Context: an optimization exercise on an open-source flow, tuned for small area, a short achievable clock period and few clock cycles. The choices shown serve that exercise and are no tape-out recipe.
At most, simulation tests tie the RTL to the original design; equivalence was not proved.
No activity file was given, so power comes from the tool's default toggle rates.

## icache_top
module icache_top
(
   input  logic                             clk,
   input  logic                             rst_n,
   input  logic                             fetch_req_i,
   input  logic [icache_pkg::ADDR_W-1:0]    fetch_addr_i,
   input  logic [icache_pkg::ID_W-1:0]      fetch_id_i,
   output logic                             fetch_grant_o,
   output logic                             fetch_r_valid_o,
   output logic [icache_pkg::FETCH_W-1:0]   fetch_r_data_o,
   output logic [icache_pkg::ID_W-1:0]      fetch_r_id_o,
   output logic                             mem_ar_valid_o,
   input  logic                             mem_ar_ready_i,
   output logic [icache_pkg::ADDR_W-1:0]    mem_ar_addr_o,
   output logic [7:0]                       mem_ar_len_o,
   input  logic                             mem_r_valid_i,
   output logic                             mem_r_ready_o,
   input  logic [icache_pkg::MEM_W-1:0]     mem_r_data_i,
   input  logic                             mem_r_last_i,
   input  logic                             ctrl_enable_req_i,
   output logic                             ctrl_enable_ack_o,
   input  logic                             ctrl_disable_req_i,
   output logic                             ctrl_disable_ack_o,
   input  logic                             ctrl_flush_req_i,
   output logic                             ctrl_flush_ack_o,
   output logic                             ctrl_pending_o
);
Settings: LEC_CHECK=0, CAP_MARGIN=20, CORE_MARGIN=2, CORE_UTILIZATION=40, SETUP_SLACK_MARGIN=4.6, SLEW_MARGIN=20; clock period 8.0 ns.
run.sh (not shown) runs the stock make flow with config.mk's settings and CLKGATE_MAP_FILE= SYNTH_SCRIPT=/design/flow/synth_recipe.tcl, a recipe that flattens the netlist after the stock synthesis.
Testbench counts at the start, summed over its fixed seeds: cycles 42,056.
Edit:
--- a/flow/design.v
+++ b/flow/design.v
@@ -37,21 +37,21 @@
    input  logic                             ctrl_enable_req_i,
    output logic                             ctrl_enable_ack_o,
    input  logic                             ctrl_disable_req_i,
    output logic                             ctrl_disable_ack_o,
    input  logic                             ctrl_flush_req_i,
    output logic                             ctrl_flush_ack_o,
    output logic                             ctrl_pending_o
 );
    localparam int QD  = 8;               
    localparam int QW  = $clog2(QD);
-   localparam int MD  = 3;               
+   localparam int MD  = 2;               
    localparam int MW  = $clog2(MD + 1);
    logic            enabled_q;
    logic            rdy_q;               
    logic            idle_q;              
    logic            s1_valid_q;
    logic [31:3]     s1_addr_q;
    logic [7:0]      s1_id_q;
    logic [15:0]     s1_soh_q;            
    logic [23:0]     s1_t0_q, s1_t1_q;    
    logic [1:0]      s1_v_q;
@@ -182,20 +182,29 @@
    logic [63:0]   s_oh, h1_oh;
    assign q_cnt_n    = q_cnt_q + (QW+1)'(s1_valid_q) - (QW+1)'(pop);
    assign m_cnt_n    = m_cnt_q + MW'(push_m) - MW'(ar_hs);
    assign s1_valid_n = fetch_req_i & rdy_q;
    assign b_act_n    = ar_hs | (b_act_q & ~last_ok);
    assign m_wr       = m_cnt_q - MW'(ar_hs);
    assign b_hold_n   = ar_hs ? (m_hold[0] & ~m_byp[0])
                              : b_hold_q & ~(head_valid & hd_miss_q & (lines_q == '0));
    assign q_head_n   = q_head_q + QW'(pop);
    assign q_head1    = q_head_q + 1'b1;
+   logic          q_room0, q_room1, m_room0, m_room1;
+   logic [QW+1:0] q_need;
+   logic [MW:0]   m_need;
+   assign q_need  = (QW+2)'(q_cnt_q) + (QW+2)'(s1_valid_q) + (QW+2)'(s1_valid_n);
+   assign m_need  = (MW+1)'(m_cnt_q) + (MW+1)'(s1_valid_n) - (MW+1)'(ar_hs);
+   assign q_room0 = q_need <= (QW+2)'(QD - 1);
+   assign q_room1 = q_need <= (QW+2)'(QD);
+   assign m_room0 = m_need <= (MW+1)'(MD - 1);
+   assign m_room1 = m_need <= (MW+1)'(MD - 2);
    assign nh_s1      = q_cnt_q == (QW+1)'(pop);
    assign s_word     = {way, s1_set, s1_addr_q[3]};
    assign h1_word    = {q_way[q_head1], q_set[q_head1], q_word[q_head1]};
    assign s_oh       = 64'(1) << s_word;
    assign h1_oh      = 64'(1) << h1_word;
    assign nh_word    = nh_s1 ? s_word : pop ? h1_word
                                             : {hd_way_q, hd_set_q, hd_word_q};
    always_ff @(posedge clk or negedge rst_n)
    begin
       if (!rst_n)
@@ -223,23 +232,21 @@
             rr_q[s]    <= 1'b0;
          end
       end
       else
       begin
          if (ctrl_enable_ack_o)
             enabled_q <= 1'b1;
          else if (ctrl_disable_ack_o)
             enabled_q <= 1'b0;
          s1_valid_q <= s1_valid_n;
-         rdy_q  <= (q_cnt_q + (QW+1)'(s1_valid_q) + (QW+1)'(s1_valid_n)
-                    <= (QW+1)'(QD - 1)) &&
-                   (m_cnt_q + MW'(s1_valid_q) + MW'(s1_valid_n) <= MW'(MD - 1));
+         rdy_q  <= (pop ? q_room1 : q_room0) & (push_m ? m_room1 : m_room0);
          idle_q <= ~s1_valid_n & ~s1_valid_q & (q_cnt_q == '0) & (m_cnt_q == '0) &
                    ~b_act_q;
          if (s1_valid_q)
             q_tail_q <= q_tail_q + 1'b1;
          q_head_q <= q_head_n;
          q_cnt_q  <= q_cnt_n;
          m_cnt_q    <= m_cnt_n;
          ar_valid_q <= (m_cnt_n != '0) & ~b_act_n;
          r_ready_q  <= b_act_n & ~b_hold_n;
          pend_q     <= s1_valid_n | (q_cnt_n != '0) | pop;
Effect:
- worst setup slack improves by 74 ps
- cell area rose by 0.41%
- routed wire length is higher by 1.8%
- via count goes up by 2.7%
- total power climbs by 2.8%
- sequential power fell by about 1%
- core utilization grows by 0.16 points
- sequential cell count went down by 32
- hold slack degrades by 120 ps
- first-iteration DRC count goes up by 5.1%
- global-route usage climbs by 0.53 points
- sequential share of layout area came out lower by 0.71 points
- die area stays flat
- non-clock buffer count shrinks by 5
Testbench counts after the change, summed over its fixed seeds: cycles 41,931.


icache_top, a different RTL version from the one above (not shown whole).
For scale: ~10000 cells after synthesis, ~5400 flip-flops, roughly 200 I/O pins, roughly 190000 sq um of cells after synthesis.
Settings: LEC_CHECK=0, CAP_MARGIN=20, CORE_MARGIN=2, CORE_UTILIZATION=40, SETUP_SLACK_MARGIN=4.4, SLEW_MARGIN=20; clock period 8.0 ns.
Testbench counts at the start, summed over its fixed seeds: cycles 42,056.
==> next run, changes <==
--- a/flow/design.v
+++ b/flow/design.v
@@ -141,13 +141,13 @@
    end
    assign g_fw = do_fill & (fetch_addr_i[7:4] == s1_set);
    logic        ar_hs, beat_ok, last_ok;
    logic        head_valid;
    assign head_valid = q_cnt_q != '0;
    assign mem_ar_valid_o = ar_valid_q;
-   assign mem_ar_addr_o  = {m_addr[0], 3'b000};
+   assign mem_ar_addr_o  = {m_addr[0][31:4], m_byp[0] & m_addr[0][3], 3'b000};
    assign mem_ar_len_o   = {6'd0, ~m_byp[0], 1'b1};
    assign mem_r_ready_o  = r_ready_q;
    assign ar_hs   = ar_valid_q & mem_ar_ready_i;
    assign beat_ok = r_ready_q & mem_r_valid_i;
    assign last_ok = beat_ok & mem_r_last_i;
    logic        pop_arr, pop_cap, pop_byp, pop;
@@ -294,13 +294,13 @@
       hd_word_q <= nh_word[0];
       hd_oh_q   <= nh_s1 ? s_oh : pop ? h1_oh : hd_oh_q;
       for (int i = 0; i < MD; i++)
       begin
          if (push_m && MW'(i) == m_wr)
          begin
-            m_addr[i] <= {s1_addr_q[31:4], s1_addr_q[3] & ~enabled_q};
+            m_addr[i] <= s1_addr_q;
             m_byp[i]  <= ~enabled_q;
             m_way[i]  <= victim;
             m_hold[i] <= conflict;
          end
          else if (ar_hs && i < MD - 1)
          begin
The new run ran to the end with no violations.
Routed wire length rose by 1.9%.
Total power rose by 0.67%.
Setup slack improved by 0.036 ns.
Worst hold slack got worse by 0.017 ns.
Clock power barely changes.
Fmax rose by 0.95%.
Global-route usage rose by 0.50 points.
For the second run of this note, only the layout was checked, not whether the RTL still works.

what the ideal ports hide:
No port has a modelled driver above. Below, the same layouts with a new extraction and two added sets of constraints. Step 1 sets driving cells, clkbuf_16 on the clock port and buf_2 on the other inputs (assumed; they add their load-dependent delay and slew). Step 2 adds t to the input delays and takes it off the output delays; t is the mean of the earliest and latest rising clock arrival at the registers after step 1. Input paths then give back, and output paths get back, about the clock's delay inside the block. Slacks: ideal ports / drivers / drivers and shift; pairs: ideal ports / drivers.
| run | shift t [ns] | setup WS [ns] | worst hold slack (ns) | worst setup path after step 2 | worst data-port slew with drivers (ns) |
|---|---|---|---|---|---|
| the first run of note 1 | 1.175 | 4.295 / 4.295 / 3.549 | 0.443 / 0.416 / 0.443 | input to register | 0.29 |
| the second run of note 1 | 1.171 | 4.369 / 4.306 / 3.392 | 0.322 / 0.267 / 0.412 | input to register | 0.32 |
| the first run of note 2 | 1.188 | 4.202 / 4.202 / 3.405 | 0.446 / 0.446 / 0.446 | input to register | 0.28 |
| the second run of note 2 | 1.194 | 4.237 / 4.237 / 3.268 | 0.429 / 0.429 / 0.429 | input to register | 0.28 |
After both steps setup and hold are still met in every run listed. The setup slack of the second run of note 1, which loses most, moves by -0.063 ns with the drivers and by -0.977 ns with both steps.
